Background: an optimization exercise with open tools, aiming at small area and a short achievable clock period. Do not read the settings as production practice. No run shown here included a check of the RTL's function; only the layout flow was run. Power figures rest on the tool's default switching activity, not on a simulated workload.

==> design.v <==
`timescale 1ns/1ps
package mulPkg;
	localparam int OpWidth   = 16;
	localparam int ProdWidth = 2 * OpWidth;
endpackage
`timescale 1ns/1ps
`timescale 1ns/1ps
module fullAdd (
	input  logic a,
	input  logic b,
	input  logic c,
	output logic s,
	output logic co
);
	assign s  = a ^ b ^ c;
	assign co = (a & b) | (a & c) | (b & c);
endmodule
module halfAdd (
	input  logic a,
	input  logic b,
	output logic s,
	output logic co
);
	assign s  = a ^ b;
	assign co = a & b;
endmodule
`timescale 1ns/1ps
`timescale 1ns/1ps
`timescale 1ns/1ps
`timescale 1ns/1ps
module wallaceMulTop (
	input  logic        clk,
	input  logic        arstN,
	input  logic        reqValid,
	input  logic [15:0] reqOpA,
	input  logic [15:0] reqOpB,
	output logic        respValid,
	output logic [31:0] respProduct
);
	logic        valid1_q;
	logic        valid2_q;
	logic [124:0] s1_d;
	logic [124:0] s1_q;
	logic [51:0] s2_d;
	logic [51:0] s2_q;
	logic [31:0] rowA;
	logic [31:0] rowB;
	logic [31:0] sum;
	always_ff @(posedge clk or negedge arstN) begin
		if (!arstN) begin
			valid1_q  <= 1'b0;
			valid2_q  <= 1'b0;
			respValid <= 1'b0;
		end else begin
			valid1_q  <= reqValid;
			valid2_q  <= valid1_q;
			respValid <= valid2_q;
		end
	end
	always_ff @(posedge clk) begin
		s1_q        <= s1_d;
		s2_q        <= s2_d;
		respProduct <= sum;
	end
	logic [16:0] bx;
	logic [7:0]  one;
	logic [7:0]  two;
	logic [7:0]  neg;
	assign bx = {reqOpB, 1'b0};
	always_comb begin
		for (int i = 0; i < 8; i++) begin
			one[i] = bx[2*i+1] ^ bx[2*i];
			two[i] = (bx[2*i+2] & ~bx[2*i+1] & ~bx[2*i]) | (~bx[2*i+2] & bx[2*i+1] & bx[2*i]);
			neg[i] = bx[2*i+2];
		end
	end
	logic pp0_0;
	logic pp0_1;
	logic pp0_2;
	logic pp0_3;
	logic pp0_4;
	logic pp0_5;
	logic pp0_6;
	logic pp0_7;
	logic pp0_8;
	logic pp0_9;
	logic pp0_10;
	logic pp0_11;
	logic pp0_12;
	logic pp0_13;
	logic pp0_14;
	logic pp0_15;
	logic pp0_16;
	logic pp1_0;
	logic pp1_1;
	logic pp1_2;
	logic pp1_3;
	logic pp1_4;
	logic pp1_5;
	logic pp1_6;
	logic pp1_7;
	logic pp1_8;
	logic pp1_9;
	logic pp1_10;
	logic pp1_11;
	logic pp1_12;
	logic pp1_13;
	logic pp1_14;
	logic pp1_15;
	logic pp1_16;
	logic pp2_0;
	logic pp2_1;
	logic pp2_2;
	logic pp2_3;
	logic pp2_4;
	logic pp2_5;
	logic pp2_6;
	logic pp2_7;
	logic pp2_8;
	logic pp2_9;
	logic pp2_10;
	logic pp2_11;
	logic pp2_12;
	logic pp2_13;
	logic pp2_14;
	logic pp2_15;
	logic pp2_16;
	logic pp3_0;
	logic pp3_1;
	logic pp3_2;
	logic pp3_3;
	logic pp3_4;
	logic pp3_5;
	logic pp3_6;
	logic pp3_7;
	logic pp3_8;
	logic pp3_9;
	logic pp3_10;
	logic pp3_11;
	logic pp3_12;
	logic pp3_13;
	logic pp3_14;
	logic pp3_15;
	logic pp3_16;
	logic pp4_0;
	logic pp4_1;
	logic pp4_2;
	logic pp4_3;
	logic pp4_4;
	logic pp4_5;
	logic pp4_6;
	logic pp4_7;
	logic pp4_8;
	logic pp4_9;
	logic pp4_10;
	logic pp4_11;
	logic pp4_12;
	logic pp4_13;
	logic pp4_14;
	logic pp4_15;
	logic pp4_16;
	logic pp5_0;
	logic pp5_1;
	logic pp5_2;
	logic pp5_3;
	logic pp5_4;
	logic pp5_5;
	logic pp5_6;
	logic pp5_7;
	logic pp5_8;
	logic pp5_9;
	logic pp5_10;
	logic pp5_11;
	logic pp5_12;
	logic pp5_13;
	logic pp5_14;
	logic pp5_15;
	logic pp5_16;
	logic pp6_0;
	logic pp6_1;
	logic pp6_2;
	logic pp6_3;
	logic pp6_4;
	logic pp6_5;
	logic pp6_6;
	logic pp6_7;
	logic pp6_8;
	logic pp6_9;
	logic pp6_10;
	logic pp6_11;
	logic pp6_12;
	logic pp6_13;
	logic pp6_14;
	logic pp6_15;
	logic pp6_16;
	logic pp7_0;
	logic pp7_1;
	logic pp7_2;
	logic pp7_3;
	logic pp7_4;
	logic pp7_5;
	logic pp7_6;
	logic pp7_7;
	logic pp7_8;
	logic pp7_9;
	logic pp7_10;
	logic pp7_11;
	logic pp7_12;
	logic pp7_13;
	logic pp7_14;
	logic pp7_15;
	logic pp7_16;
	logic pp8_0;
	logic pp8_1;
	logic pp8_2;
	logic pp8_3;
	logic pp8_4;
	logic pp8_5;
	logic pp8_6;
	logic pp8_7;
	logic pp8_8;
	logic pp8_9;
	logic pp8_10;
	logic pp8_11;
	logic pp8_12;
	logic pp8_13;
	logic pp8_14;
	logic pp8_15;
	assign pp0_0 = (one[0] & reqOpA[0]) ^ neg[0];
	assign pp0_1 = ((one[0] & reqOpA[1]) | (two[0] & reqOpA[0])) ^ neg[0];
	assign pp0_2 = ((one[0] & reqOpA[2]) | (two[0] & reqOpA[1])) ^ neg[0];
	assign pp0_3 = ((one[0] & reqOpA[3]) | (two[0] & reqOpA[2])) ^ neg[0];
	assign pp0_4 = ((one[0] & reqOpA[4]) | (two[0] & reqOpA[3])) ^ neg[0];
	assign pp0_5 = ((one[0] & reqOpA[5]) | (two[0] & reqOpA[4])) ^ neg[0];
	assign pp0_6 = ((one[0] & reqOpA[6]) | (two[0] & reqOpA[5])) ^ neg[0];
	assign pp0_7 = ((one[0] & reqOpA[7]) | (two[0] & reqOpA[6])) ^ neg[0];
	assign pp0_8 = ((one[0] & reqOpA[8]) | (two[0] & reqOpA[7])) ^ neg[0];
	assign pp0_9 = ((one[0] & reqOpA[9]) | (two[0] & reqOpA[8])) ^ neg[0];
	assign pp0_10 = ((one[0] & reqOpA[10]) | (two[0] & reqOpA[9])) ^ neg[0];
	assign pp0_11 = ((one[0] & reqOpA[11]) | (two[0] & reqOpA[10])) ^ neg[0];
	assign pp0_12 = ((one[0] & reqOpA[12]) | (two[0] & reqOpA[11])) ^ neg[0];
	assign pp0_13 = ((one[0] & reqOpA[13]) | (two[0] & reqOpA[12])) ^ neg[0];
	assign pp0_14 = ((one[0] & reqOpA[14]) | (two[0] & reqOpA[13])) ^ neg[0];
	assign pp0_15 = ((one[0] & reqOpA[15]) | (two[0] & reqOpA[14])) ^ neg[0];
	assign pp0_16 = (two[0] & reqOpA[15]) ^ neg[0];
	assign pp1_0 = (one[1] & reqOpA[0]) ^ neg[1];
	assign pp1_1 = ((one[1] & reqOpA[1]) | (two[1] & reqOpA[0])) ^ neg[1];
	assign pp1_2 = ((one[1] & reqOpA[2]) | (two[1] & reqOpA[1])) ^ neg[1];
	assign pp1_3 = ((one[1] & reqOpA[3]) | (two[1] & reqOpA[2])) ^ neg[1];
	assign pp1_4 = ((one[1] & reqOpA[4]) | (two[1] & reqOpA[3])) ^ neg[1];
	assign pp1_5 = ((one[1] & reqOpA[5]) | (two[1] & reqOpA[4])) ^ neg[1];
	assign pp1_6 = ((one[1] & reqOpA[6]) | (two[1] & reqOpA[5])) ^ neg[1];
	assign pp1_7 = ((one[1] & reqOpA[7]) | (two[1] & reqOpA[6])) ^ neg[1];
	assign pp1_8 = ((one[1] & reqOpA[8]) | (two[1] & reqOpA[7])) ^ neg[1];
	assign pp1_9 = ((one[1] & reqOpA[9]) | (two[1] & reqOpA[8])) ^ neg[1];
	assign pp1_10 = ((one[1] & reqOpA[10]) | (two[1] & reqOpA[9])) ^ neg[1];
	assign pp1_11 = ((one[1] & reqOpA[11]) | (two[1] & reqOpA[10])) ^ neg[1];
	assign pp1_12 = ((one[1] & reqOpA[12]) | (two[1] & reqOpA[11])) ^ neg[1];
	assign pp1_13 = ((one[1] & reqOpA[13]) | (two[1] & reqOpA[12])) ^ neg[1];
	assign pp1_14 = ((one[1] & reqOpA[14]) | (two[1] & reqOpA[13])) ^ neg[1];
	assign pp1_15 = ((one[1] & reqOpA[15]) | (two[1] & reqOpA[14])) ^ neg[1];
	assign pp1_16 = (two[1] & reqOpA[15]) ^ neg[1];
	assign pp2_0 = (one[2] & reqOpA[0]) ^ neg[2];
	assign pp2_1 = ((one[2] & reqOpA[1]) | (two[2] & reqOpA[0])) ^ neg[2];
	assign pp2_2 = ((one[2] & reqOpA[2]) | (two[2] & reqOpA[1])) ^ neg[2];
	assign pp2_3 = ((one[2] & reqOpA[3]) | (two[2] & reqOpA[2])) ^ neg[2];
	assign pp2_4 = ((one[2] & reqOpA[4]) | (two[2] & reqOpA[3])) ^ neg[2];
	assign pp2_5 = ((one[2] & reqOpA[5]) | (two[2] & reqOpA[4])) ^ neg[2];
	assign pp2_6 = ((one[2] & reqOpA[6]) | (two[2] & reqOpA[5])) ^ neg[2];
	assign pp2_7 = ((one[2] & reqOpA[7]) | (two[2] & reqOpA[6])) ^ neg[2];
	assign pp2_8 = ((one[2] & reqOpA[8]) | (two[2] & reqOpA[7])) ^ neg[2];
	assign pp2_9 = ((one[2] & reqOpA[9]) | (two[2] & reqOpA[8])) ^ neg[2];
	assign pp2_10 = ((one[2] & reqOpA[10]) | (two[2] & reqOpA[9])) ^ neg[2];
	assign pp2_11 = ((one[2] & reqOpA[11]) | (two[2] & reqOpA[10])) ^ neg[2];
	assign pp2_12 = ((one[2] & reqOpA[12]) | (two[2] & reqOpA[11])) ^ neg[2];
	assign pp2_13 = ((one[2] & reqOpA[13]) | (two[2] & reqOpA[12])) ^ neg[2];
	assign pp2_14 = ((one[2] & reqOpA[14]) | (two[2] & reqOpA[13])) ^ neg[2];
	assign pp2_15 = ((one[2] & reqOpA[15]) | (two[2] & reqOpA[14])) ^ neg[2];
	assign pp2_16 = (two[2] & reqOpA[15]) ^ neg[2];
	assign pp3_0 = (one[3] & reqOpA[0]) ^ neg[3];
	assign pp3_1 = ((one[3] & reqOpA[1]) | (two[3] & reqOpA[0])) ^ neg[3];
	assign pp3_2 = ((one[3] & reqOpA[2]) | (two[3] & reqOpA[1])) ^ neg[3];
	assign pp3_3 = ((one[3] & reqOpA[3]) | (two[3] & reqOpA[2])) ^ neg[3];
	assign pp3_4 = ((one[3] & reqOpA[4]) | (two[3] & reqOpA[3])) ^ neg[3];
	assign pp3_5 = ((one[3] & reqOpA[5]) | (two[3] & reqOpA[4])) ^ neg[3];
	assign pp3_6 = ((one[3] & reqOpA[6]) | (two[3] & reqOpA[5])) ^ neg[3];
	assign pp3_7 = ((one[3] & reqOpA[7]) | (two[3] & reqOpA[6])) ^ neg[3];
	assign pp3_8 = ((one[3] & reqOpA[8]) | (two[3] & reqOpA[7])) ^ neg[3];
	assign pp3_9 = ((one[3] & reqOpA[9]) | (two[3] & reqOpA[8])) ^ neg[3];
	assign pp3_10 = ((one[3] & reqOpA[10]) | (two[3] & reqOpA[9])) ^ neg[3];
	assign pp3_11 = ((one[3] & reqOpA[11]) | (two[3] & reqOpA[10])) ^ neg[3];
	assign pp3_12 = ((one[3] & reqOpA[12]) | (two[3] & reqOpA[11])) ^ neg[3];
	assign pp3_13 = ((one[3] & reqOpA[13]) | (two[3] & reqOpA[12])) ^ neg[3];
	assign pp3_14 = ((one[3] & reqOpA[14]) | (two[3] & reqOpA[13])) ^ neg[3];
	assign pp3_15 = ((one[3] & reqOpA[15]) | (two[3] & reqOpA[14])) ^ neg[3];
	assign pp3_16 = (two[3] & reqOpA[15]) ^ neg[3];
	assign pp4_0 = (one[4] & reqOpA[0]) ^ neg[4];
	assign pp4_1 = ((one[4] & reqOpA[1]) | (two[4] & reqOpA[0])) ^ neg[4];
	assign pp4_2 = ((one[4] & reqOpA[2]) | (two[4] & reqOpA[1])) ^ neg[4];
	assign pp4_3 = ((one[4] & reqOpA[3]) | (two[4] & reqOpA[2])) ^ neg[4];
	assign pp4_4 = ((one[4] & reqOpA[4]) | (two[4] & reqOpA[3])) ^ neg[4];
	assign pp4_5 = ((one[4] & reqOpA[5]) | (two[4] & reqOpA[4])) ^ neg[4];
	assign pp4_6 = ((one[4] & reqOpA[6]) | (two[4] & reqOpA[5])) ^ neg[4];
	assign pp4_7 = ((one[4] & reqOpA[7]) | (two[4] & reqOpA[6])) ^ neg[4];
	assign pp4_8 = ((one[4] & reqOpA[8]) | (two[4] & reqOpA[7])) ^ neg[4];
	assign pp4_9 = ((one[4] & reqOpA[9]) | (two[4] & reqOpA[8])) ^ neg[4];
	assign pp4_10 = ((one[4] & reqOpA[10]) | (two[4] & reqOpA[9])) ^ neg[4];
	assign pp4_11 = ((one[4] & reqOpA[11]) | (two[4] & reqOpA[10])) ^ neg[4];
	assign pp4_12 = ((one[4] & reqOpA[12]) | (two[4] & reqOpA[11])) ^ neg[4];
	assign pp4_13 = ((one[4] & reqOpA[13]) | (two[4] & reqOpA[12])) ^ neg[4];
	assign pp4_14 = ((one[4] & reqOpA[14]) | (two[4] & reqOpA[13])) ^ neg[4];
	assign pp4_15 = ((one[4] & reqOpA[15]) | (two[4] & reqOpA[14])) ^ neg[4];
	assign pp4_16 = (two[4] & reqOpA[15]) ^ neg[4];
	assign pp5_0 = (one[5] & reqOpA[0]) ^ neg[5];
	assign pp5_1 = ((one[5] & reqOpA[1]) | (two[5] & reqOpA[0])) ^ neg[5];
	assign pp5_2 = ((one[5] & reqOpA[2]) | (two[5] & reqOpA[1])) ^ neg[5];
	assign pp5_3 = ((one[5] & reqOpA[3]) | (two[5] & reqOpA[2])) ^ neg[5];
	assign pp5_4 = ((one[5] & reqOpA[4]) | (two[5] & reqOpA[3])) ^ neg[5];
	assign pp5_5 = ((one[5] & reqOpA[5]) | (two[5] & reqOpA[4])) ^ neg[5];
	assign pp5_6 = ((one[5] & reqOpA[6]) | (two[5] & reqOpA[5])) ^ neg[5];
	assign pp5_7 = ((one[5] & reqOpA[7]) | (two[5] & reqOpA[6])) ^ neg[5];
	assign pp5_8 = ((one[5] & reqOpA[8]) | (two[5] & reqOpA[7])) ^ neg[5];
	assign pp5_9 = ((one[5] & reqOpA[9]) | (two[5] & reqOpA[8])) ^ neg[5];
	assign pp5_10 = ((one[5] & reqOpA[10]) | (two[5] & reqOpA[9])) ^ neg[5];
	assign pp5_11 = ((one[5] & reqOpA[11]) | (two[5] & reqOpA[10])) ^ neg[5];
	assign pp5_12 = ((one[5] & reqOpA[12]) | (two[5] & reqOpA[11])) ^ neg[5];
	assign pp5_13 = ((one[5] & reqOpA[13]) | (two[5] & reqOpA[12])) ^ neg[5];
	assign pp5_14 = ((one[5] & reqOpA[14]) | (two[5] & reqOpA[13])) ^ neg[5];
	assign pp5_15 = ((one[5] & reqOpA[15]) | (two[5] & reqOpA[14])) ^ neg[5];
	assign pp5_16 = (two[5] & reqOpA[15]) ^ neg[5];
	assign pp6_0 = (one[6] & reqOpA[0]) ^ neg[6];
	assign pp6_1 = ((one[6] & reqOpA[1]) | (two[6] & reqOpA[0])) ^ neg[6];
	assign pp6_2 = ((one[6] & reqOpA[2]) | (two[6] & reqOpA[1])) ^ neg[6];
	assign pp6_3 = ((one[6] & reqOpA[3]) | (two[6] & reqOpA[2])) ^ neg[6];
	assign pp6_4 = ((one[6] & reqOpA[4]) | (two[6] & reqOpA[3])) ^ neg[6];
	assign pp6_5 = ((one[6] & reqOpA[5]) | (two[6] & reqOpA[4])) ^ neg[6];
	assign pp6_6 = ((one[6] & reqOpA[6]) | (two[6] & reqOpA[5])) ^ neg[6];
	assign pp6_7 = ((one[6] & reqOpA[7]) | (two[6] & reqOpA[6])) ^ neg[6];
	assign pp6_8 = ((one[6] & reqOpA[8]) | (two[6] & reqOpA[7])) ^ neg[6];
	assign pp6_9 = ((one[6] & reqOpA[9]) | (two[6] & reqOpA[8])) ^ neg[6];
	assign pp6_10 = ((one[6] & reqOpA[10]) | (two[6] & reqOpA[9])) ^ neg[6];
	assign pp6_11 = ((one[6] & reqOpA[11]) | (two[6] & reqOpA[10])) ^ neg[6];
	assign pp6_12 = ((one[6] & reqOpA[12]) | (two[6] & reqOpA[11])) ^ neg[6];
	assign pp6_13 = ((one[6] & reqOpA[13]) | (two[6] & reqOpA[12])) ^ neg[6];
	assign pp6_14 = ((one[6] & reqOpA[14]) | (two[6] & reqOpA[13])) ^ neg[6];
	assign pp6_15 = ((one[6] & reqOpA[15]) | (two[6] & reqOpA[14])) ^ neg[6];
	assign pp6_16 = (two[6] & reqOpA[15]) ^ neg[6];
	assign pp7_0 = (one[7] & reqOpA[0]) ^ neg[7];
	assign pp7_1 = ((one[7] & reqOpA[1]) | (two[7] & reqOpA[0])) ^ neg[7];
	assign pp7_2 = ((one[7] & reqOpA[2]) | (two[7] & reqOpA[1])) ^ neg[7];
	assign pp7_3 = ((one[7] & reqOpA[3]) | (two[7] & reqOpA[2])) ^ neg[7];
	assign pp7_4 = ((one[7] & reqOpA[4]) | (two[7] & reqOpA[3])) ^ neg[7];
	assign pp7_5 = ((one[7] & reqOpA[5]) | (two[7] & reqOpA[4])) ^ neg[7];
	assign pp7_6 = ((one[7] & reqOpA[6]) | (two[7] & reqOpA[5])) ^ neg[7];
	assign pp7_7 = ((one[7] & reqOpA[7]) | (two[7] & reqOpA[6])) ^ neg[7];
	assign pp7_8 = ((one[7] & reqOpA[8]) | (two[7] & reqOpA[7])) ^ neg[7];
	assign pp7_9 = ((one[7] & reqOpA[9]) | (two[7] & reqOpA[8])) ^ neg[7];
	assign pp7_10 = ((one[7] & reqOpA[10]) | (two[7] & reqOpA[9])) ^ neg[7];
	assign pp7_11 = ((one[7] & reqOpA[11]) | (two[7] & reqOpA[10])) ^ neg[7];
	assign pp7_12 = ((one[7] & reqOpA[12]) | (two[7] & reqOpA[11])) ^ neg[7];
	assign pp7_13 = ((one[7] & reqOpA[13]) | (two[7] & reqOpA[12])) ^ neg[7];
	assign pp7_14 = ((one[7] & reqOpA[14]) | (two[7] & reqOpA[13])) ^ neg[7];
	assign pp7_15 = ((one[7] & reqOpA[15]) | (two[7] & reqOpA[14])) ^ neg[7];
	assign pp7_16 = (two[7] & reqOpA[15]) ^ neg[7];
	assign pp8_0 = reqOpA[0] & reqOpB[15];
	assign pp8_1 = reqOpA[1] & reqOpB[15];
	assign pp8_2 = reqOpA[2] & reqOpB[15];
	assign pp8_3 = reqOpA[3] & reqOpB[15];
	assign pp8_4 = reqOpA[4] & reqOpB[15];
	assign pp8_5 = reqOpA[5] & reqOpB[15];
	assign pp8_6 = reqOpA[6] & reqOpB[15];
	assign pp8_7 = reqOpA[7] & reqOpB[15];
	assign pp8_8 = reqOpA[8] & reqOpB[15];
	assign pp8_9 = reqOpA[9] & reqOpB[15];
	assign pp8_10 = reqOpA[10] & reqOpB[15];
	assign pp8_11 = reqOpA[11] & reqOpB[15];
	assign pp8_12 = reqOpA[12] & reqOpB[15];
	assign pp8_13 = reqOpA[13] & reqOpB[15];
	assign pp8_14 = reqOpA[14] & reqOpB[15];
	assign pp8_15 = reqOpA[15] & reqOpB[15];
	logic xs1;
	logic xc2;
	logic xs3;
	logic xc4;
	logic xs5;
	logic xc6;
	logic xs7;
	logic xc8;
	logic xs9;
	logic xc10;
	logic xs11;
	logic xc12;
	logic xs13;
	logic xc14;
	logic xs15;
	logic xc16;
	logic xs17;
	logic xc18;
	logic xs19;
	logic xc20;
	logic xs21;
	logic xc22;
	logic xs23;
	logic xc24;
	logic xs25;
	logic xc26;
	logic xs27;
	logic xc28;
	logic xs29;
	logic xc30;
	logic xs31;
	logic xc32;
	logic xs33;
	logic xc34;
	logic xs35;
	logic xc36;
	logic xs37;
	logic xc38;
	logic xs39;
	logic xc40;
	logic xs41;
	logic xc42;
	logic xs43;
	logic xc44;
	logic xs45;
	logic xc46;
	logic xs47;
	logic xc48;
	logic xs49;
	logic xc50;
	logic xs51;
	logic xc52;
	logic xs53;
	logic xc54;
	logic xs55;
	logic xc56;
	logic xs57;
	logic xc58;
	logic xs59;
	logic xc60;
	logic xs61;
	logic xc62;
	logic xs63;
	logic xc64;
	logic xs65;
	logic xc66;
	logic xs67;
	logic xc68;
	logic xs69;
	logic xc70;
	logic xs71;
	logic xc72;
	logic xs73;
	logic xc74;
	logic xs75;
	logic xc76;
	logic xs77;
	logic xc78;
	logic xs79;
	logic xc80;
	logic xs81;
	logic xc82;
	logic xs83;
	logic xc84;
	logic xs85;
	logic xc86;
	logic xs87;
	logic xc88;
	logic xs89;
	logic xc90;
	logic xs91;
	logic xc92;
	logic xs93;
	logic xc94;
	logic xs95;
	logic xc96;
	logic xs97;
	logic xc98;
	logic xs99;
	logic xc100;
	logic xs101;
	logic xc102;
	logic xs103;
	logic xc104;
	logic xs105;
	logic xc106;
	logic xs107;
	logic xc108;
	logic xs109;
	logic xc110;
	logic xs111;
	logic xc112;
	halfAdd uxs1 (.a(neg[0]), .b(pp0_0), .s(xs1), .co(xc2));
	halfAdd uxs3 (.a(pp0_1), .b(xc2), .s(xs3), .co(xc4));
	fullAdd uxs5 (.a(neg[1]), .b(pp0_2), .c(pp1_0), .s(xs5), .co(xc6));
	halfAdd uxs7 (.a(pp0_3), .b(pp1_1), .s(xs7), .co(xc8));
	fullAdd uxs9 (.a(neg[2]), .b(pp0_4), .c(pp1_2), .s(xs9), .co(xc10));
	halfAdd uxs11 (.a(pp2_0), .b(xc8), .s(xs11), .co(xc12));
	fullAdd uxs13 (.a(pp0_5), .b(pp1_3), .c(pp2_1), .s(xs13), .co(xc14));
	fullAdd uxs15 (.a(neg[3]), .b(pp0_6), .c(pp1_4), .s(xs15), .co(xc16));
	fullAdd uxs17 (.a(pp0_7), .b(pp1_5), .c(pp2_3), .s(xs17), .co(xc18));
	fullAdd uxs19 (.a(neg[4]), .b(pp0_8), .c(pp1_6), .s(xs19), .co(xc20));
	fullAdd uxs21 (.a(pp2_4), .b(pp3_2), .c(pp4_0), .s(xs21), .co(xc22));
	fullAdd uxs23 (.a(pp0_9), .b(pp1_7), .c(pp2_5), .s(xs23), .co(xc24));
	fullAdd uxs25 (.a(neg[5]), .b(pp0_10), .c(pp1_8), .s(xs25), .co(xc26));
	fullAdd uxs27 (.a(pp2_6), .b(pp3_4), .c(pp4_2), .s(xs27), .co(xc28));
	fullAdd uxs29 (.a(pp0_11), .b(pp1_9), .c(pp2_7), .s(xs29), .co(xc30));
	fullAdd uxs31 (.a(pp3_5), .b(pp4_3), .c(pp5_1), .s(xs31), .co(xc32));
	fullAdd uxs33 (.a(neg[6]), .b(pp0_12), .c(pp1_10), .s(xs33), .co(xc34));
	fullAdd uxs35 (.a(pp2_8), .b(pp3_6), .c(pp4_4), .s(xs35), .co(xc36));
	fullAdd uxs37 (.a(pp0_13), .b(pp1_11), .c(pp2_9), .s(xs37), .co(xc38));
	fullAdd uxs39 (.a(pp3_7), .b(pp4_5), .c(pp5_3), .s(xs39), .co(xc40));
	fullAdd uxs41 (.a(neg[7]), .b(pp0_14), .c(pp1_12), .s(xs41), .co(xc42));
	fullAdd uxs43 (.a(pp2_10), .b(pp3_8), .c(pp4_6), .s(xs43), .co(xc44));
	fullAdd uxs45 (.a(pp5_4), .b(pp6_2), .c(pp7_0), .s(xs45), .co(xc46));
	fullAdd uxs47 (.a(pp0_15), .b(pp1_13), .c(pp2_11), .s(xs47), .co(xc48));
	fullAdd uxs49 (.a(pp3_9), .b(pp4_7), .c(pp5_5), .s(xs49), .co(xc50));
	fullAdd uxs51 (.a(pp8_0), .b(pp0_16), .c(pp1_14), .s(xs51), .co(xc52));
	fullAdd uxs53 (.a(pp2_12), .b(pp3_10), .c(pp4_8), .s(xs53), .co(xc54));
	fullAdd uxs55 (.a(pp5_6), .b(pp6_4), .c(pp7_2), .s(xs55), .co(xc56));
	fullAdd uxs57 (.a(pp8_1), .b(neg[0]), .c(pp1_15), .s(xs57), .co(xc58));
	fullAdd uxs59 (.a(pp2_13), .b(pp3_11), .c(pp4_9), .s(xs59), .co(xc60));
	fullAdd uxs61 (.a(pp5_7), .b(pp6_5), .c(pp7_3), .s(xs61), .co(xc62));
	fullAdd uxs63 (.a(pp8_2), .b(neg[0]), .c(pp1_16), .s(xs63), .co(xc64));
	fullAdd uxs65 (.a(pp2_14), .b(pp3_12), .c(pp4_10), .s(xs65), .co(xc66));
	fullAdd uxs67 (.a(pp5_8), .b(pp6_6), .c(pp7_4), .s(xs67), .co(xc68));
	fullAdd uxs69 (.a(pp8_3), .b(~neg[0]), .c(~neg[1]), .s(xs69), .co(xc70));
	fullAdd uxs71 (.a(pp2_15), .b(pp3_13), .c(pp4_11), .s(xs71), .co(xc72));
	fullAdd uxs73 (.a(pp5_9), .b(pp6_7), .c(pp7_5), .s(xs73), .co(xc74));
	assign xs75 = ~(pp8_4 ^ xc70);
	assign xc76 = pp8_4 | xc70;
	fullAdd uxs77 (.a(pp2_16), .b(pp3_14), .c(pp4_12), .s(xs77), .co(xc78));
	fullAdd uxs79 (.a(pp5_10), .b(pp6_8), .c(pp7_6), .s(xs79), .co(xc80));
	fullAdd uxs81 (.a(pp8_5), .b(~neg[2]), .c(pp3_15), .s(xs81), .co(xc82));
	fullAdd uxs83 (.a(pp4_13), .b(pp5_11), .c(pp6_9), .s(xs83), .co(xc84));
	assign xs85 = ~(pp8_6 ^ pp3_16);
	assign xc86 = pp8_6 | pp3_16;
	fullAdd uxs87 (.a(pp4_14), .b(pp5_12), .c(pp6_10), .s(xs87), .co(xc88));
	fullAdd uxs89 (.a(pp8_7), .b(~neg[3]), .c(pp4_15), .s(xs89), .co(xc90));
	fullAdd uxs91 (.a(pp5_13), .b(pp6_11), .c(pp7_9), .s(xs91), .co(xc92));
	assign xs93 = ~(pp8_8 ^ pp4_16);
	assign xc94 = pp8_8 | pp4_16;
	fullAdd uxs95 (.a(pp5_14), .b(pp6_12), .c(pp7_10), .s(xs95), .co(xc96));
	fullAdd uxs97 (.a(pp8_9), .b(~neg[4]), .c(pp5_15), .s(xs97), .co(xc98));
	assign xs99 = ~(pp8_10 ^ pp5_16);
	assign xc100 = pp8_10 | pp5_16;
	fullAdd uxs101 (.a(pp8_11), .b(~neg[5]), .c(pp6_15), .s(xs101), .co(xc102));
	halfAdd uxs103 (.a(pp7_13), .b(xc100), .s(xs103), .co(xc104));
	assign xs105 = ~(pp8_12 ^ pp6_16);
	assign xc106 = pp8_12 | pp6_16;
	fullAdd uxs107 (.a(pp8_13), .b(~neg[6]), .c(pp7_15), .s(xs107), .co(xc108));
	assign xs109 = ~(pp8_14 ^ pp7_16);
	assign xc110 = pp8_14 | pp7_16;
	halfAdd uxs111 (.a(pp8_15), .b(~neg[7]), .s(xs111), .co(xc112));
	assign s1_d[0] = xs1;  
	assign s1_d[1] = xs3;  
	assign s1_d[2] = xc4;  
	assign s1_d[3] = xs5;  
	assign s1_d[4] = xs7;  
	assign s1_d[5] = xc6;  
	assign s1_d[6] = xs9;  
	assign s1_d[7] = xs11;  
	assign s1_d[8] = xc10;  
	assign s1_d[9] = xc12;  
	assign s1_d[10] = xs13;  
	assign s1_d[11] = pp2_2;  
	assign s1_d[12] = pp3_0;  
	assign s1_d[13] = xc14;  
	assign s1_d[14] = xs15;  
	assign s1_d[15] = pp3_1;  
	assign s1_d[16] = xc16;  
	assign s1_d[17] = xs17;  
	assign s1_d[18] = xc18;  
	assign s1_d[19] = xs19;  
	assign s1_d[20] = xs21;  
	assign s1_d[21] = pp3_3;  
	assign s1_d[22] = pp4_1;  
	assign s1_d[23] = xc20;  
	assign s1_d[24] = xc22;  
	assign s1_d[25] = xs23;  
	assign s1_d[26] = pp5_0;  
	assign s1_d[27] = xc24;  
	assign s1_d[28] = xs25;  
	assign s1_d[29] = xs27;  
	assign s1_d[30] = xc26;  
	assign s1_d[31] = xc28;  
	assign s1_d[32] = xs29;  
	assign s1_d[33] = xs31;  
	assign s1_d[34] = pp5_2;  
	assign s1_d[35] = pp6_0;  
	assign s1_d[36] = xc30;  
	assign s1_d[37] = xc32;  
	assign s1_d[38] = xs33;  
	assign s1_d[39] = xs35;  
	assign s1_d[40] = pp6_1;  
	assign s1_d[41] = xc34;  
	assign s1_d[42] = xc36;  
	assign s1_d[43] = xs37;  
	assign s1_d[44] = xs39;  
	assign s1_d[45] = xc38;  
	assign s1_d[46] = xc40;  
	assign s1_d[47] = xs41;  
	assign s1_d[48] = xs43;  
	assign s1_d[49] = xs45;  
	assign s1_d[50] = pp6_3;  
	assign s1_d[51] = pp7_1;  
	assign s1_d[52] = xc42;  
	assign s1_d[53] = xc44;  
	assign s1_d[54] = xc46;  
	assign s1_d[55] = xs47;  
	assign s1_d[56] = xs49;  
	assign s1_d[57] = xc48;  
	assign s1_d[58] = xc50;  
	assign s1_d[59] = xs51;  
	assign s1_d[60] = xs53;  
	assign s1_d[61] = xs55;  
	assign s1_d[62] = xc52;  
	assign s1_d[63] = xc54;  
	assign s1_d[64] = xc56;  
	assign s1_d[65] = xs57;  
	assign s1_d[66] = xs59;  
	assign s1_d[67] = xs61;  
	assign s1_d[68] = xc58;  
	assign s1_d[69] = xc60;  
	assign s1_d[70] = xc62;  
	assign s1_d[71] = xs63;  
	assign s1_d[72] = xs65;  
	assign s1_d[73] = xs67;  
	assign s1_d[74] = xs69;  
	assign s1_d[75] = xc64;  
	assign s1_d[76] = xc66;  
	assign s1_d[77] = xc68;  
	assign s1_d[78] = xs71;  
	assign s1_d[79] = xs73;  
	assign s1_d[80] = xs75;  
	assign s1_d[81] = xc72;  
	assign s1_d[82] = xc74;  
	assign s1_d[83] = xs77;  
	assign s1_d[84] = xs79;  
	assign s1_d[85] = pp7_7;  
	assign s1_d[86] = xc76;  
	assign s1_d[87] = xc78;  
	assign s1_d[88] = xc80;  
	assign s1_d[89] = xs81;  
	assign s1_d[90] = xs83;  
	assign s1_d[91] = pp7_8;  
	assign s1_d[92] = xs85;  
	assign s1_d[93] = xc82;  
	assign s1_d[94] = xc84;  
	assign s1_d[95] = xs87;  
	assign s1_d[96] = xc86;  
	assign s1_d[97] = xc88;  
	assign s1_d[98] = xs89;  
	assign s1_d[99] = xs91;  
	assign s1_d[100] = xs93;  
	assign s1_d[101] = xc90;  
	assign s1_d[102] = xc92;  
	assign s1_d[103] = xs95;  
	assign s1_d[104] = pp6_13;  
	assign s1_d[105] = pp7_11;  
	assign s1_d[106] = xc94;  
	assign s1_d[107] = xc96;  
	assign s1_d[108] = xs97;  
	assign s1_d[109] = pp6_14;  
	assign s1_d[110] = pp7_12;  
	assign s1_d[111] = xs99;  
	assign s1_d[112] = xc98;  
	assign s1_d[113] = xs101;  
	assign s1_d[114] = xs103;  
	assign s1_d[115] = pp7_14;  
	assign s1_d[116] = xs105;  
	assign s1_d[117] = xc102;  
	assign s1_d[118] = xc104;  
	assign s1_d[119] = xc106;  
	assign s1_d[120] = xs107;  
	assign s1_d[121] = xs109;  
	assign s1_d[122] = xc108;  
	assign s1_d[123] = xs111;  
	assign s1_d[124] = xc110;  
	logic ys113;
	logic yc114;
	logic ys115;
	logic yc116;
	logic ys117;
	logic yc118;
	logic ys119;
	logic yc120;
	logic ys121;
	logic yc122;
	logic ys123;
	logic yc124;
	logic ys125;
	logic yc126;
	logic ys127;
	logic yc128;
	logic ys129;
	logic yc130;
	logic ys131;
	logic yc132;
	logic ys133;
	logic yc134;
	logic ys135;
	logic yc136;
	logic ys137;
	logic yc138;
	logic ys139;
	logic yc140;
	logic ys141;
	logic yc142;
	logic ys143;
	logic yc144;
	logic ys145;
	logic yc146;
	logic ys147;
	logic yc148;
	logic ys149;
	logic yc150;
	logic ys151;
	logic yc152;
	logic ys153;
	logic yc154;
	logic ys155;
	logic yc156;
	logic ys157;
	logic yc158;
	logic ys159;
	logic yc160;
	logic ys161;
	logic yc162;
	logic ys163;
	logic yc164;
	logic ys165;
	logic yc166;
	logic ys167;
	logic yc168;
	logic ys169;
	logic yc170;
	logic ys171;
	logic yc172;
	logic ys173;
	logic yc174;
	logic ys175;
	logic yc176;
	logic ys177;
	logic yc178;
	logic ys179;
	logic yc180;
	logic ys181;
	logic yc182;
	logic ys183;
	logic yc184;
	logic ys185;
	logic yc186;
	logic ys187;
	logic yc188;
	logic ys189;
	logic yc190;
	logic ys191;
	logic yc192;
	logic ys193;
	logic yc194;
	logic ys195;
	logic yc196;
	logic ys197;
	logic yc198;
	logic ys199;
	logic yc200;
	logic ys201;
	logic yc202;
	logic ys203;
	logic yc204;
	logic ys205;
	logic yc206;
	logic ys207;
	logic yc208;
	logic ys209;
	logic yc210;
	logic ys211;
	logic yc212;
	logic ys213;
	logic yc214;
	logic ys215;
	logic yc216;
	logic ys217;
	logic yc218;
	logic ys219;
	logic yc220;
	logic ys221;
	logic yc222;
	logic ys223;
	logic yc224;
	logic ys225;
	logic yc226;
	logic ys227;
	logic yc228;
	logic ys229;
	logic yc230;
	logic ys231;
	logic yc232;
	logic ys233;
	logic yc234;
	logic ys235;
	logic yc236;
	logic ys237;
	logic yc238;
	logic ys239;
	logic yc240;
	logic ys241;
	logic yc242;
	logic ys243;
	logic yc244;
	logic ys245;
	logic yc246;
	logic ys247;
	logic yc248;
	logic ys249;
	logic yc250;
	logic ys251;
	logic yc252;
	logic ys253;
	logic yc254;
	logic ys255;
	logic yc256;
	logic ys257;
	logic yc258;
	logic ys259;
	logic yc260;
	logic ys261;
	logic yc262;
	logic ys263;
	logic yc264;
	logic ys265;
	logic yc266;
	logic ys267;
	logic yc268;
	logic ys269;
	logic yc270;
	logic ys271;
	logic yc272;
	logic ys273;
	logic yc274;
	logic ys275;
	logic yc276;
	logic ys277;
	logic yc278;
	logic ys279;
	logic yc280;
	halfAdd uys113 (.a(s1_q[2]), .b(s1_q[3]), .s(ys113), .co(yc114));
	fullAdd uys115 (.a(s1_q[4]), .b(s1_q[5]), .c(yc114), .s(ys115), .co(yc116));
	fullAdd uys117 (.a(s1_q[6]), .b(s1_q[7]), .c(yc116), .s(ys117), .co(yc118));
	fullAdd uys119 (.a(s1_q[8]), .b(s1_q[9]), .c(s1_q[10]), .s(ys119), .co(yc120));
	halfAdd uys121 (.a(ys119), .b(yc118), .s(ys121), .co(yc122));
	fullAdd uys123 (.a(s1_q[11]), .b(s1_q[12]), .c(s1_q[13]), .s(ys123), .co(yc124));
	fullAdd uys125 (.a(s1_q[14]), .b(yc120), .c(ys123), .s(ys125), .co(yc126));
	halfAdd uys127 (.a(ys125), .b(yc122), .s(ys127), .co(yc128));
	fullAdd uys129 (.a(s1_q[15]), .b(s1_q[16]), .c(s1_q[17]), .s(ys129), .co(yc130));
	fullAdd uys131 (.a(yc124), .b(ys129), .c(yc126), .s(ys131), .co(yc132));
	fullAdd uys133 (.a(s1_q[18]), .b(s1_q[19]), .c(s1_q[20]), .s(ys133), .co(yc134));
	fullAdd uys135 (.a(yc130), .b(ys133), .c(yc132), .s(ys135), .co(yc136));
	fullAdd uys137 (.a(s1_q[21]), .b(s1_q[22]), .c(s1_q[23]), .s(ys137), .co(yc138));
	fullAdd uys139 (.a(s1_q[24]), .b(s1_q[25]), .c(yc134), .s(ys139), .co(yc140));
	halfAdd uys141 (.a(ys137), .b(ys139), .s(ys141), .co(yc142));
	fullAdd uys143 (.a(s1_q[26]), .b(s1_q[27]), .c(s1_q[28]), .s(ys143), .co(yc144));
	fullAdd uys145 (.a(s1_q[29]), .b(yc138), .c(ys143), .s(ys145), .co(yc146));
	fullAdd uys147 (.a(yc140), .b(ys145), .c(yc142), .s(ys147), .co(yc148));
	fullAdd uys149 (.a(s1_q[30]), .b(s1_q[31]), .c(s1_q[32]), .s(ys149), .co(yc150));
	fullAdd uys151 (.a(s1_q[33]), .b(yc144), .c(ys149), .s(ys151), .co(yc152));
	halfAdd uys153 (.a(yc146), .b(ys151), .s(ys153), .co(yc154));
	fullAdd uys155 (.a(s1_q[34]), .b(s1_q[35]), .c(s1_q[36]), .s(ys155), .co(yc156));
	fullAdd uys157 (.a(s1_q[37]), .b(s1_q[38]), .c(s1_q[39]), .s(ys157), .co(yc158));
	fullAdd uys159 (.a(yc150), .b(ys155), .c(ys157), .s(ys159), .co(yc160));
	fullAdd uys161 (.a(yc152), .b(ys159), .c(yc154), .s(ys161), .co(yc162));
	fullAdd uys163 (.a(s1_q[40]), .b(s1_q[41]), .c(s1_q[42]), .s(ys163), .co(yc164));
	fullAdd uys165 (.a(s1_q[43]), .b(s1_q[44]), .c(yc156), .s(ys165), .co(yc166));
	fullAdd uys167 (.a(yc158), .b(ys163), .c(yc160), .s(ys167), .co(yc168));
	halfAdd uys169 (.a(ys165), .b(ys167), .s(ys169), .co(yc170));
	fullAdd uys171 (.a(s1_q[45]), .b(s1_q[46]), .c(s1_q[47]), .s(ys171), .co(yc172));
	fullAdd uys173 (.a(s1_q[48]), .b(s1_q[49]), .c(yc164), .s(ys173), .co(yc174));
	fullAdd uys175 (.a(ys171), .b(yc166), .c(ys173), .s(ys175), .co(yc176));
	halfAdd uys177 (.a(yc168), .b(ys175), .s(ys177), .co(yc178));
	fullAdd uys179 (.a(s1_q[50]), .b(s1_q[51]), .c(s1_q[52]), .s(ys179), .co(yc180));
	fullAdd uys181 (.a(s1_q[53]), .b(s1_q[54]), .c(s1_q[55]), .s(ys181), .co(yc182));
	fullAdd uys183 (.a(s1_q[56]), .b(yc172), .c(ys179), .s(ys183), .co(yc184));
	fullAdd uys185 (.a(ys181), .b(yc174), .c(ys183), .s(ys185), .co(yc186));
	fullAdd uys187 (.a(s1_q[57]), .b(s1_q[58]), .c(s1_q[59]), .s(ys187), .co(yc188));
	fullAdd uys189 (.a(s1_q[60]), .b(s1_q[61]), .c(yc180), .s(ys189), .co(yc190));
	fullAdd uys191 (.a(yc182), .b(ys187), .c(yc184), .s(ys191), .co(yc192));
	halfAdd uys193 (.a(ys189), .b(yc186), .s(ys193), .co(yc194));
	fullAdd uys195 (.a(s1_q[62]), .b(s1_q[63]), .c(s1_q[64]), .s(ys195), .co(yc196));
	fullAdd uys197 (.a(s1_q[65]), .b(s1_q[66]), .c(s1_q[67]), .s(ys197), .co(yc198));
	fullAdd uys199 (.a(yc188), .b(ys195), .c(ys197), .s(ys199), .co(yc200));
	fullAdd uys201 (.a(yc190), .b(ys199), .c(yc192), .s(ys201), .co(yc202));
	fullAdd uys203 (.a(s1_q[68]), .b(s1_q[69]), .c(s1_q[70]), .s(ys203), .co(yc204));
	fullAdd uys205 (.a(s1_q[71]), .b(s1_q[72]), .c(s1_q[73]), .s(ys205), .co(yc206));
	fullAdd uys207 (.a(yc196), .b(yc198), .c(ys203), .s(ys207), .co(yc208));
	fullAdd uys209 (.a(ys205), .b(yc200), .c(ys207), .s(ys209), .co(yc210));
	fullAdd uys211 (.a(s1_q[74]), .b(s1_q[75]), .c(s1_q[76]), .s(ys211), .co(yc212));
	fullAdd uys213 (.a(s1_q[77]), .b(s1_q[78]), .c(s1_q[79]), .s(ys213), .co(yc214));
	fullAdd uys215 (.a(yc204), .b(yc206), .c(ys211), .s(ys215), .co(yc216));
	fullAdd uys217 (.a(ys213), .b(yc208), .c(ys215), .s(ys217), .co(yc218));
	fullAdd uys219 (.a(s1_q[80]), .b(s1_q[81]), .c(s1_q[82]), .s(ys219), .co(yc220));
	fullAdd uys221 (.a(s1_q[83]), .b(s1_q[84]), .c(yc212), .s(ys221), .co(yc222));
	fullAdd uys223 (.a(yc214), .b(ys219), .c(yc216), .s(ys223), .co(yc224));
	halfAdd uys225 (.a(ys221), .b(yc218), .s(ys225), .co(yc226));
	fullAdd uys227 (.a(s1_q[85]), .b(s1_q[86]), .c(s1_q[87]), .s(ys227), .co(yc228));
	fullAdd uys229 (.a(s1_q[88]), .b(s1_q[89]), .c(s1_q[90]), .s(ys229), .co(yc230));
	fullAdd uys231 (.a(yc220), .b(ys227), .c(ys229), .s(ys231), .co(yc232));
	fullAdd uys233 (.a(yc222), .b(ys231), .c(yc224), .s(ys233), .co(yc234));
	fullAdd uys235 (.a(s1_q[91]), .b(s1_q[92]), .c(s1_q[93]), .s(ys235), .co(yc236));
	fullAdd uys237 (.a(s1_q[94]), .b(s1_q[95]), .c(yc228), .s(ys237), .co(yc238));
	fullAdd uys239 (.a(yc230), .b(ys235), .c(yc232), .s(ys239), .co(yc240));
	halfAdd uys241 (.a(ys237), .b(ys239), .s(ys241), .co(yc242));
	fullAdd uys243 (.a(s1_q[96]), .b(s1_q[97]), .c(s1_q[98]), .s(ys243), .co(yc244));
	fullAdd uys245 (.a(s1_q[99]), .b(yc236), .c(ys243), .s(ys245), .co(yc246));
	fullAdd uys247 (.a(yc238), .b(ys245), .c(yc240), .s(ys247), .co(yc248));
	fullAdd uys249 (.a(s1_q[100]), .b(s1_q[101]), .c(s1_q[102]), .s(ys249), .co(yc250));
	fullAdd uys251 (.a(s1_q[103]), .b(yc244), .c(ys249), .s(ys251), .co(yc252));
	halfAdd uys253 (.a(yc246), .b(ys251), .s(ys253), .co(yc254));
	fullAdd uys255 (.a(s1_q[104]), .b(s1_q[105]), .c(s1_q[106]), .s(ys255), .co(yc256));
	fullAdd uys257 (.a(s1_q[107]), .b(s1_q[108]), .c(yc250), .s(ys257), .co(yc258));
	fullAdd uys259 (.a(ys255), .b(yc252), .c(ys257), .s(ys259), .co(yc260));
	fullAdd uys261 (.a(s1_q[109]), .b(s1_q[110]), .c(s1_q[111]), .s(ys261), .co(yc262));
	fullAdd uys263 (.a(s1_q[112]), .b(yc256), .c(ys261), .s(ys263), .co(yc264));
	fullAdd uys265 (.a(yc258), .b(ys263), .c(yc260), .s(ys265), .co(yc266));
	fullAdd uys267 (.a(s1_q[113]), .b(s1_q[114]), .c(yc262), .s(ys267), .co(yc268));
	halfAdd uys269 (.a(yc264), .b(ys267), .s(ys269), .co(yc270));
	fullAdd uys271 (.a(s1_q[115]), .b(s1_q[116]), .c(s1_q[117]), .s(ys271), .co(yc272));
	fullAdd uys273 (.a(s1_q[118]), .b(ys271), .c(yc268), .s(ys273), .co(yc274));
	fullAdd uys275 (.a(s1_q[119]), .b(s1_q[120]), .c(yc272), .s(ys275), .co(yc276));
	fullAdd uys277 (.a(s1_q[121]), .b(s1_q[122]), .c(yc276), .s(ys277), .co(yc278));
	fullAdd uys279 (.a(s1_q[123]), .b(s1_q[124]), .c(yc278), .s(ys279), .co(yc280));
	assign s2_d[0] = s1_q[0];  
	assign s2_d[1] = s1_q[1];  
	assign s2_d[2] = ys113;  
	assign s2_d[3] = ys115;  
	assign s2_d[4] = ys117;  
	assign s2_d[5] = ys121;  
	assign s2_d[6] = ys127;  
	assign s2_d[7] = ys131;  
	assign s2_d[8] = yc128;  
	assign s2_d[9] = ys135;  
	assign s2_d[10] = ys141;  
	assign s2_d[11] = yc136;  
	assign s2_d[12] = ys147;  
	assign s2_d[13] = ys153;  
	assign s2_d[14] = yc148;  
	assign s2_d[15] = ys161;  
	assign s2_d[16] = yc162;  
	assign s2_d[17] = ys169;  
	assign s2_d[18] = yc170;  
	assign s2_d[19] = ys177;  
	assign s2_d[20] = yc176;  
	assign s2_d[21] = ys185;  
	assign s2_d[22] = yc178;  
	assign s2_d[23] = ys191;  
	assign s2_d[24] = ys193;  
	assign s2_d[25] = yc194;  
	assign s2_d[26] = ys201;  
	assign s2_d[27] = ys209;  
	assign s2_d[28] = yc202;  
	assign s2_d[29] = yc210;  
	assign s2_d[30] = ys217;  
	assign s2_d[31] = ys223;  
	assign s2_d[32] = ys225;  
	assign s2_d[33] = yc226;  
	assign s2_d[34] = ys233;  
	assign s2_d[35] = yc234;  
	assign s2_d[36] = ys241;  
	assign s2_d[37] = yc242;  
	assign s2_d[38] = ys247;  
	assign s2_d[39] = ys253;  
	assign s2_d[40] = yc248;  
	assign s2_d[41] = yc254;  
	assign s2_d[42] = ys259;  
	assign s2_d[43] = ys265;  
	assign s2_d[44] = ys269;  
	assign s2_d[45] = yc266;  
	assign s2_d[46] = yc270;  
	assign s2_d[47] = ys273;  
	assign s2_d[48] = ys275;  
	assign s2_d[49] = yc274;  
	assign s2_d[50] = ys277;  
	assign s2_d[51] = ys279;  
	logic zs281;
	logic zc282;
	logic zs283;
	logic zc284;
	logic zs285;
	logic zc286;
	logic zs287;
	logic zc288;
	logic zs289;
	logic zc290;
	logic zs291;
	logic zc292;
	logic zs293;
	logic zc294;
	logic zs295;
	logic zc296;
	logic zs297;
	logic zc298;
	logic zs299;
	logic zc300;
	logic zs301;
	logic zc302;
	halfAdd uzs281 (.a(s2_q[20]), .b(s2_q[21]), .s(zs281), .co(zc282));
	halfAdd uzs283 (.a(s2_q[23]), .b(s2_q[24]), .s(zs283), .co(zc284));
	halfAdd uzs285 (.a(s2_q[25]), .b(s2_q[26]), .s(zs285), .co(zc286));
	halfAdd uzs287 (.a(s2_q[27]), .b(s2_q[28]), .s(zs287), .co(zc288));
	halfAdd uzs289 (.a(s2_q[29]), .b(s2_q[30]), .s(zs289), .co(zc290));
	halfAdd uzs291 (.a(s2_q[31]), .b(s2_q[32]), .s(zs291), .co(zc292));
	halfAdd uzs293 (.a(s2_q[33]), .b(s2_q[34]), .s(zs293), .co(zc294));
	halfAdd uzs295 (.a(s2_q[35]), .b(s2_q[36]), .s(zs295), .co(zc296));
	halfAdd uzs297 (.a(s2_q[37]), .b(s2_q[38]), .s(zs297), .co(zc298));
	halfAdd uzs299 (.a(s2_q[39]), .b(s2_q[40]), .s(zs299), .co(zc300));
	halfAdd uzs301 (.a(s2_q[41]), .b(s2_q[42]), .s(zs301), .co(zc302));
	assign rowA[0] = s2_q[0];
	assign rowB[0] = 1'b0;
	assign rowA[1] = s2_q[1];
	assign rowB[1] = 1'b0;
	assign rowA[2] = s2_q[2];
	assign rowB[2] = 1'b0;
	assign rowA[3] = s2_q[3];
	assign rowB[3] = 1'b0;
	assign rowA[4] = s2_q[4];
	assign rowB[4] = 1'b0;
	assign rowA[5] = s2_q[5];
	assign rowB[5] = 1'b0;
	assign rowA[6] = s2_q[6];
	assign rowB[6] = 1'b0;
	assign rowA[7] = s2_q[7];
	assign rowB[7] = s2_q[8];
	assign rowA[8] = s2_q[9];
	assign rowB[8] = 1'b0;
	assign rowA[9] = s2_q[10];
	assign rowB[9] = s2_q[11];
	assign rowA[10] = s2_q[12];
	assign rowB[10] = 1'b0;
	assign rowA[11] = s2_q[13];
	assign rowB[11] = s2_q[14];
	assign rowA[12] = s2_q[15];
	assign rowB[12] = 1'b0;
	assign rowA[13] = s2_q[16];
	assign rowB[13] = s2_q[17];
	assign rowA[14] = s2_q[18];
	assign rowB[14] = s2_q[19];
	assign rowA[15] = s2_q[22];
	assign rowB[15] = zs281;
	assign rowA[16] = zc282;
	assign rowB[16] = zs283;
	assign rowA[17] = zc284;
	assign rowB[17] = zs285;
	assign rowA[18] = zc286;
	assign rowB[18] = zs287;
	assign rowA[19] = zc288;
	assign rowB[19] = zs289;
	assign rowA[20] = zc290;
	assign rowB[20] = zs291;
	assign rowA[21] = zc292;
	assign rowB[21] = zs293;
	assign rowA[22] = zc294;
	assign rowB[22] = zs295;
	assign rowA[23] = zc296;
	assign rowB[23] = zs297;
	assign rowA[24] = zc298;
	assign rowB[24] = zs299;
	assign rowA[25] = zc300;
	assign rowB[25] = zs301;
	assign rowA[26] = s2_q[43];
	assign rowB[26] = zc302;
	assign rowA[27] = s2_q[44];
	assign rowB[27] = s2_q[45];
	assign rowA[28] = s2_q[46];
	assign rowB[28] = s2_q[47];
	assign rowA[29] = s2_q[48];
	assign rowB[29] = s2_q[49];
	assign rowA[30] = s2_q[50];
	assign rowB[30] = 1'b0;
	assign rowA[31] = s2_q[51];
	assign rowB[31] = 1'b0;
	assign sum = rowA + rowB;
endmodule
==> flow/run.sh <==
#!/bin/bash
# The standard layout (standard.sh, unchanged synthesis) with two changes:
# the port buffers are plain buf_2 cells instead of the delay buffers that
# buffer_ports picks by default, and the clock tree is built from clkbuf_4 and
# clkbuf_8 cells without dummy loads.
set -euo pipefail
export BUFFER_PORTS_ARGS="-buffer_cell sky130_fd_sc_hd__buf_2"
export CTS_ARGS="-sink_clustering_enable -repair_clock_nets -buf_list {sky130_fd_sc_hd__clkbuf_4 sky130_fd_sc_hd__clkbuf_8} -dont_use_dummy_load"
bash standard.sh > standard.log 2>&1
==> standard.sh <==
#!/bin/bash
# synth_recipe.tcl (not shown) runs the flow's synth.tcl, then flattens the netlist and writes it again
# the make line also repeats each setting of config.mk as NAME=value (left out here)
make -C /OpenROAD-flow-scripts/flow DESIGN_CONFIG=/design/flow/config.mk WORK_HOME=/design/flow/orfs CLKGATE_MAP_FILE= SYNTH_SCRIPT=/design/flow/synth_recipe.tcl "${@:-finish}"
==> config.mk <==
export PLATFORM = sky130hd
export DESIGN_NAME = wallaceMulTop
export DESIGN_NICKNAME = wallaceMulTop
export VERILOG_FILES = /design/flow/design.v
export SDC_FILE = /design/flow/constraint.sdc
export NUM_CORES = 4
export LEC_CHECK = 0
export ABC_CLOCK_PERIOD_IN_PS = 2500
export CAP_MARGIN = 20
export CORE_MARGIN = 2
export CORE_UTILIZATION = 60
export SETUP_SLACK_MARGIN = 2.1
export SLEW_MARGIN = 20
export SYNTH_HIERARCHICAL = 1
==> constraint.sdc <==
create_clock -name core_clock -period 4.3 [get_ports {clk}]
set_input_delay 0.8600 -clock core_clock [delete_from_list [all_inputs] [get_ports {clk}]]
set_output_delay 0.8600 -clock core_clock [all_outputs]
set_load 0.01 [all_outputs]
==> results of run 1 <==
==> metrics by stage <==
step                std cells  instance area [um^2]  utilization, %
finish                   1716                 14700            69.7
global placement         1663                 13700            64.9
floorplan                1447                 14000               -
global route             1715                 14700            69.7
CTS                      1703                 14400            68.1
detailed placement       1663                 13700            64.9
==> registers in the layout (all words and copies together), names as in the netlist <==
signal	count
s1_q	125
s2_q	52
respProduct	32
respValid	1
valid1_q	1
valid2_q	1
==> path summary, 6_finish.rpt <==
check                      startpoint         endpoint  slack (ps)  cells past startpoint
setup / recovery             s2_q[24]  respProduct[29]        2020                      8
hold / removal                  arstN         valid2_q         150                      1
setup reg to reg             s2_q[24]  respProduct[29]        2020                      8
hold reg to reg               s2_q[4]   respProduct[4]         320                      0
max in group asynchronous       arstN         valid1_q        4040                      1
min in group core_clock       s2_q[4]   respProduct[4]         320                      0
==> cells in the final DEF, fill, tap and decap left out, types with 7 or more instances in the layout <==
cell	n
nand2_1	216
dfxtp_1	201
a21oi_1	170
fa_1	108
nor2_1	91
o21ai_0	54
a221oi_2	47
o22ai_1	45
ha_1	43
nor2b_1	42
buf_2	41
buf_4	39
clkbuf_8	37
inv_1	30
xnor2_1	21
a221oi_1	18
maj3_2	18
maj3_1	18
and2_1	16
xor2_1	14
and2_2	9
mux2i_1	9
a22o_1	9
nor2_4	8
ha_4	8
fa_2	8
clkbuf_4	8
a21o_1	7
nand3_1	7
buf_6	7
==> worst reg2reg max path: stages, from the launching register on <==
cell,delay (ps)
dfxtp_2,330
ha_4,270
ha_4,200
a211oi_2,200
o211ai_2,160
a41oi_4,310
o41ai_2,110
or4_1,390
and4_1,170
==> timing repair <==
action	in CTS	in global routing
gates cloned	0	0
setup endpoints to repair	96	67
buffers inserted	3	12
resized for setup	41	70
pin swaps	11	12
hold buffers	0	0
==> kinds of logic (layout without fill, tap and decap cells) <==
kind of cell	count (synthesis)	in the layout	synth area share, %
multiplexers	9	9	0.696
flip-flops	212	212	32.9
adder cells (fa/ha/maj)	208	208	26.1
other	0	1	0
AND/OR/NAND/NOR	428	428	14.4
AO/OA/AOI/OAI	383	383	18.5
XOR/XNOR	35	35	2.37
buffers and inverters	172	165	5.01
==> area by class of cell <==
cell class                 instances  area, um^2  share of cell area, %
sequential                       212        4270                   29.1
inverter                          31         118                  0.800
antenna                            1        2.50                 0.0170
tap                              275         344                   2.34
multi-input combinational       1063        8790                   59.8
timing repair buffer              97         672                   4.57
clock buffer                      37         509                   3.46
==> modules after synthesis (local to each module, per instance) <==
module,flops+latches,cells,area (um^2)
halfAdd,0,1,12.5
wallaceMulTop,212,1302,10300
fullAdd,0,1,20.0
==> metal layers <==
| metal | vias to the layer above | global-route usage [%] | share of wire [%] |
|---|---|---|---|
| li1 | 4933 | - | - |
| met5 | - | 0 | 0 |
| met1 | 4993 | 43.8 | 43 |
| met4 | 0 | 11.6 | 3.5 |
| met3 | 94 | 8.28 | 10 |
| met2 | 526 | 46.0 | 43 |
==> power breakdown <==
part	internal [mW]	switching, mW
combinational	2.08	2.49
sequential	2.68	0.329
clock	0.758	0.715
total	5.52	3.53
==> flow_metrics.tcl, run 1 <==
set metrics [dict create \
    cts.reportedPaths.clkPinSlew_ps 50 \
    cts_buffers 37 \
    hold_violations 0 \
    path_delay_family "compound AO/OA/AOI/OAI gates" \
    first_pass_iters 6 \
    drtIter0Drc 910 \
    ant_nets 0 \
    ir_drop_v 0.000374 \
    grt_max_degree 44 \
    synth.most_common_cell "nand2_1" \
    rsz0062_at_grt "true" \
    timing.final.crit_share_pct 52.9 \
    clockBufferDepth 3 \
    root_buffer "clkbuf_8" \
    start_kind "flop" \
    die_h_um 151 \
    grt_pass1_vias 9770 \
    fmaxAchievable_mhz 439 \
    io_buffers 67 \
    tritoncts "done" \
    synth_top_area_share_pct 32.3 \
    slowest_stage "or4_1" \
    cp-end-kind "flop" \
    vias 10500 \
    fin_skew_ps 49.4 \
    final.setup.tns_ps 0 \
    powerDensity_nw_per_um2 616 \
    fp.dieW_um 151 \
    worst_pin_slew_ps 822 \
    dp_hpwl_mm 24.0 \
    cp_max_fo 4 \
    drcViolationCount 0 \
    layout.nets 1649 \
    core-area_um2 21100 \
    synthCells 1447 \
    grt.total_usage_pct 31.0 \
    critPathMaxStageDelay_ps 390 \
    num_rows 53 \
    async_flop_share_pct 1.42 \
    fin_ws_ps 2020 \
    ys_warn_count 7 \
    crit_chain "ha_4 -> ha_4 -> a211oi_2 -> o211ai_2 -> a41oi_4 -> o41ai_2 -> or4_1 -> and4_1" \
    path_class "flop to flop" \
    drive_above_1_share_pct 19.6 \
    synth_area_per_cell_um2 8.95 \
    layout_min_cycle_time_ps 2280 \
    cts_max_level 2 \
    drv_slew 0 \
    cap_violations 0 \
    io_pins 68 \
    start_util_pct 61.4 \
    yosysUniqueCellTypes 50 \
    totalWireLength_mm 35.3 \
    seq_area_frac_synth_pct 32.9 \
    status "timing/DRC/antenna clean" \
    gp_congestion 0.908 \
    relSlewSlack_pct 45.2 \
    grt-ovfl-total 0 \
    netlist_top_cells_count "223 x nand2_1, 209 x dfxtp_1, 174 x a21oi_1, 118 x clkbuf_1, 116 x fa_1" \
    worst_ep_arrival_time_ps 2660 \
    areaGrowthSynthToFinish_pct 13.6 \
    synth.cell_area_um2 12900 \
    synth_top_cell_by_area "dfxtp_1" \
    synth_ff_type "dfxtp_1" \
    p_total_mw 9.05 \
    leakage_nw 5.92 \
    required_ps 4680 \
    die_area_um2 22800 \
    crit_buf_inv 0 \
    dp_slack_ps 1250 \
    grt_pass1_wl_mm 53.7 \
    hold_slack_ps 153 \
    wl_per_cell_um 20.6 \
    netlist_top_cells_area "dfxtp_1 32%, fa_1 18%, a21oi_1 6.7%" \
    synth_edf_count 0 \
    hp-class "input port to asynchronous set/reset pin" \
    clock-sinks 212 \
    crit_top_cell "ha_4" \
    fillCellCount 1664 \
    setup_viol 0 \
    clk_latency_ps 540 \
    synth-seq-cells 212 \
    via_per_inst 6.15 \
    antenna_found_initial 1 \
]
==> inputs of run 2 (changes only) <==
--- a/design.v
+++ b/design.v
@@ -24,6 +24,16 @@
 	assign s  = a ^ b;
 	assign co = a & b;
 endmodule
+module boothEnc (
+	input  logic [2:0] b,
+	output logic       one,
+	output logic       two,
+	output logic       neg
+);
+	assign one = b[1] ^ b[0];
+	assign two = (b[2] & ~b[1] & ~b[0]) | (~b[2] & b[1] & b[0]);
+	assign neg = b[2];
+endmodule
 `timescale 1ns/1ps
 `timescale 1ns/1ps
 `timescale 1ns/1ps
@@ -67,12 +77,8 @@
 	logic [7:0]  two;
 	logic [7:0]  neg;
 	assign bx = {reqOpB, 1'b0};
-	always_comb begin
-		for (int i = 0; i < 8; i++) begin
-			one[i] = bx[2*i+1] ^ bx[2*i];
-			two[i] = (bx[2*i+2] & ~bx[2*i+1] & ~bx[2*i]) | (~bx[2*i+2] & bx[2*i+1] & bx[2*i]);
-			neg[i] = bx[2*i+2];
-		end
+	for (genvar i = 0; i < 8; i++) begin : gEnc
+		boothEnc uEnc (.b(bx[2*i+2:2*i]), .one(one[i]), .two(two[i]), .neg(neg[i]));
 	end
 	logic pp0_0;
 	logic pp0_1;
==> flow/run.sh (replaced) <==
#!/bin/bash
# The standard layout (standard.sh, unchanged synthesis) with two changes:
# the port buffers are plain buf_2 cells instead of the delay buffers that
# buffer_ports picks by default, and the clock tree is built from clkbuf_8 cells without dummy loads.
set -euo pipefail
export BUFFER_PORTS_ARGS="-buffer_cell sky130_fd_sc_hd__buf_2"
export CTS_ARGS="-sink_clustering_enable -repair_clock_nets -buf_list sky130_fd_sc_hd__clkbuf_8 -dont_use_dummy_load -sink_clustering_size 14 -sink_clustering_max_diameter 100"
bash standard.sh > standard.log 2>&1
==> run 2 against run 1 <==
Against the previous run:
- cell count down 28%
- via count down 31%
- still clean on timing, DRC and antenna
- critical path type unchanged
- combinational power up 7.7%
- non-clock buffer count up 21
- clock power down 31%
- total power up 0.28%
- design area down 14%
- fmax down 4.5%
- critical endpoint is now respProduct[25]
- highest routed layer unchanged
- flip-flop and latch count unchanged
- area after synthesis down 14%
- critical path depth up 1
==> flow_metrics.tcl, run 2 <==
set metrics [dict create \
    fin_cells 1242 \
    root_buffer "clkbuf_8" \
    rsz0062_at_grt "true" \
    synth_top_cell_by_area "dfxtp_1" \
    drt-met1-wl_mm 11.1 \
    die_h_um 140 \
    totalWireLength_mm 25.1 \
    p_total_mw 9.08 \
    cp_max_fo 3 \
    required_ps 4750 \
    io_pins 68 \
    cts_max_level 1 \
    layout_common_cells "206 x dfxtp_1, 145 x xnor2_1, 111 x a22oi_1" \
    cts.reportedPaths.clkPinSlew_ps 90 \
    dp_hpwl_mm 17.2 \
    clockBufferDepth 3 \
    seq_area_frac_synth_pct 38.3 \
    core-area_um2 18100 \
    powerDensity_nw_per_um2 721 \
    status "timing/DRC/antenna clean" \
    fillCellCount 1369 \
    synth_area_per_cell_um2 11.5 \
    hold_violations 0 \
    drv_slew 0 \
    top_layer_used "met4" \
    io_buffers 67 \
    cp-end-kind "flop" \
    synth.cell_area_um2 11100 \
    synth-seq-cells 212 \
    vias 7306 \
    areaGrowthSynthToFinish_pct 13.1 \
    cts_buffers 19 \
    via_per_inst 5.88 \
    fmaxAchievable_mhz 419 \
    hp-class "input port to asynchronous set/reset pin" \
    synth_edf_count 0 \
    synth_ff_type "dfxtp_1" \
    clock-sinks 212 \
    num_rows 49 \
    drive_above_1_share_pct 21.0 \
    diodes 0 \
    synth.most_common_cell "dfxtp_1" \
    cap_violations 0 \
    path_class "flop to flop" \
    layout.nets 1222 \
    regMostFlops "s1_q" \
    grt_max_degree 35 \
    gp_congestion 0.857 \
    fin_skew_ps 45.9 \
    ir_drop_v 0.000332 \
    final_common_cell "dfxtp_1" \
    fin_util_pct 69.6 \
    hold_buffers 0 \
    reg2reg_setup_slack_ps 1920 \
    netlist_top_cells_area "dfxtp_1 38%, fa_1 21%, xnor2_1 12%" \
    drtIter0Drc 617 \
    ant_nets 0 \
    first_pass_iters 5 \
    tritoncts "done" \
    wl_per_cell_um 20.2 \
    drcViolationCount 0 \
    timing.final.crit_share_pct 55.4 \
    yosysUniqueCellTypes 43 \
    worst_ep_arrival_time_ps 2840 \
    placed_cells 1185 \
    netlist_top_cells_count "209 x dfxtp_1, 149 x xnor2_1, 120 x a22oi_1, 116 x fa_1, 83 x clkbuf_1" \
    fp.dieW_um 140 \
    synthCells 967 \
    final.setup.tns_ps 0 \
    clk_latency_ps 500 \
    ys_warn_count 7 \
    largestRegisters "s1_q x125, s2_q x52, respProduct x32" \
    layout_min_cycle_time_ps 2380 \
    grt_pass1_vias 7443 \
    grt-ovfl-total 0 \
    start_util_pct 61.5 \
    dr_wl_met2_mm 11.5 \
    largest_reg_flops 125 \
    die_area_um2 19700 \
    grt.total_usage_pct 25.8 \
    antenna_found_initial 0 \
    wl_met3_mm 1.93 \
    leakage_nw 5.10 \
    start_kind "flop" \
    setup_viol 0 \
    grt_pass1_wl_mm 39.9 \
    synth_top_area_share_pct 37.6 \
    async_flop_share_pct 1.42 \
]
-- run 2: worst max-delay path, cell delays in order (launching register included) --
cell	delay, ps
dfxtp_2	340
ha_4	240
ha_4	250
a211oi_2	240
o211ai_1	200
a41oi_4	360
buf_4	190
o21ai_2	90
a221oi_2	270
xnor2_1	140
-- run 2: repair_timing --
| action | in CTS | in global routing |
|---|---|---|
| endpoints found under the setup margin | 127 | 66 |
| pin swaps | 15 | 11 |
| gates cloned | 0 | 0 |
| setup buffers | 33 | 5 |
| gates resized for setup | 34 | 46 |
-- run 2: logic make-up (layout without fill, tap and decap cells) --
family                   count (synthesis)  after routing  synth area share [%]
buffers and inverters                  123            167                  4.42
flip-flops                             212            212                  38.3
other                                    1              3                0.0337
XOR/XNOR                               164            164                  12.9
AO/OA/AOI/OAI                          193            193                  12.8
AND/OR/NAND/NOR                        102            102                  4.39
adder cells (fa/ha/maj)                172            172                  27.2
-- run 2: worst paths after layout --
check                      depth (start not counted)      from         endpoint
min in group core_clock                            0   s2_q[0]   respProduct[0]
setup / recovery                                   9  s2_q[24]  respProduct[25]
setup reg to reg                                   9  s2_q[24]  respProduct[25]
max in group asynchronous                          1     arstN         valid2_q
hold reg to reg                                    0   s2_q[0]   respProduct[0]
hold / removal                                     1     arstN         valid1_q
-- run 2: final cells by class --
| type | instances | area [um^2] | share of cell area [%] |
|---|---|---|---|
| multi-input cells | 634 | 6820 | 54.2 |
| flip-flops and latches | 212 | 4260 | 33.9 |
| repair buffers | 118 | 841 | 6.68 |
| well taps | 229 | 287 | 2.28 |
| clock buffers | 19 | 262 | 2.08 |
| inverters | 30 | 113 | 0.895 |
-- run 2: power by group --
part | internal, mW | switching [mW] | leakage (nW)
clock network | 0.396 | 0.619 | 0.137
logic | 2.33 | 2.59 | 3.17
registers | 2.79 | 0.356 | 1.80
total | 5.52 | 3.56 | 5.10
-- run 2: metrics by stage --
stage	hold WS [ps]	instance area [um^2]	worst slack, ps
2_1_floorplan	310	11500	2030
3_3_place_gp	310	11600	919
3_5_place_dp	316	11600	840
4_1_cts	90.8	12300	1900
5_1_grt	91.4	12600	1850
6_report	120	12600	1920
-- run 2: modules after synthesis (local to each module, per instance) --
module | area [um^2] | flops+latches | copies in the design | cells inside
halfAdd | 12.5 | 0 | 29 | 1
fullAdd | 20.0 | 0 | 116 | 1
wallaceMulTop | 8130 | 212 | 1 | 782
boothEnc | 38.8 | 0 | 8 | 5
-- run 2: per-layer routing --
metal | GRT usage (%) | up-vias
met5 | 0 | -
met4 | 5.95 | 0
met3 | 3.76 | 51
met2 | 41.7 | 303
met1 | 37.5 | 3634
li1 | - | 3318

Setup slack of run 2, layout unchanged: 1.916 ns with ideal ports, 1.916 ns with driving cells assumed (clock clkbuf_16, inputs buf_2), 1.560 ns with port delays also shifted by the 0.529 ns mid clock arrival.
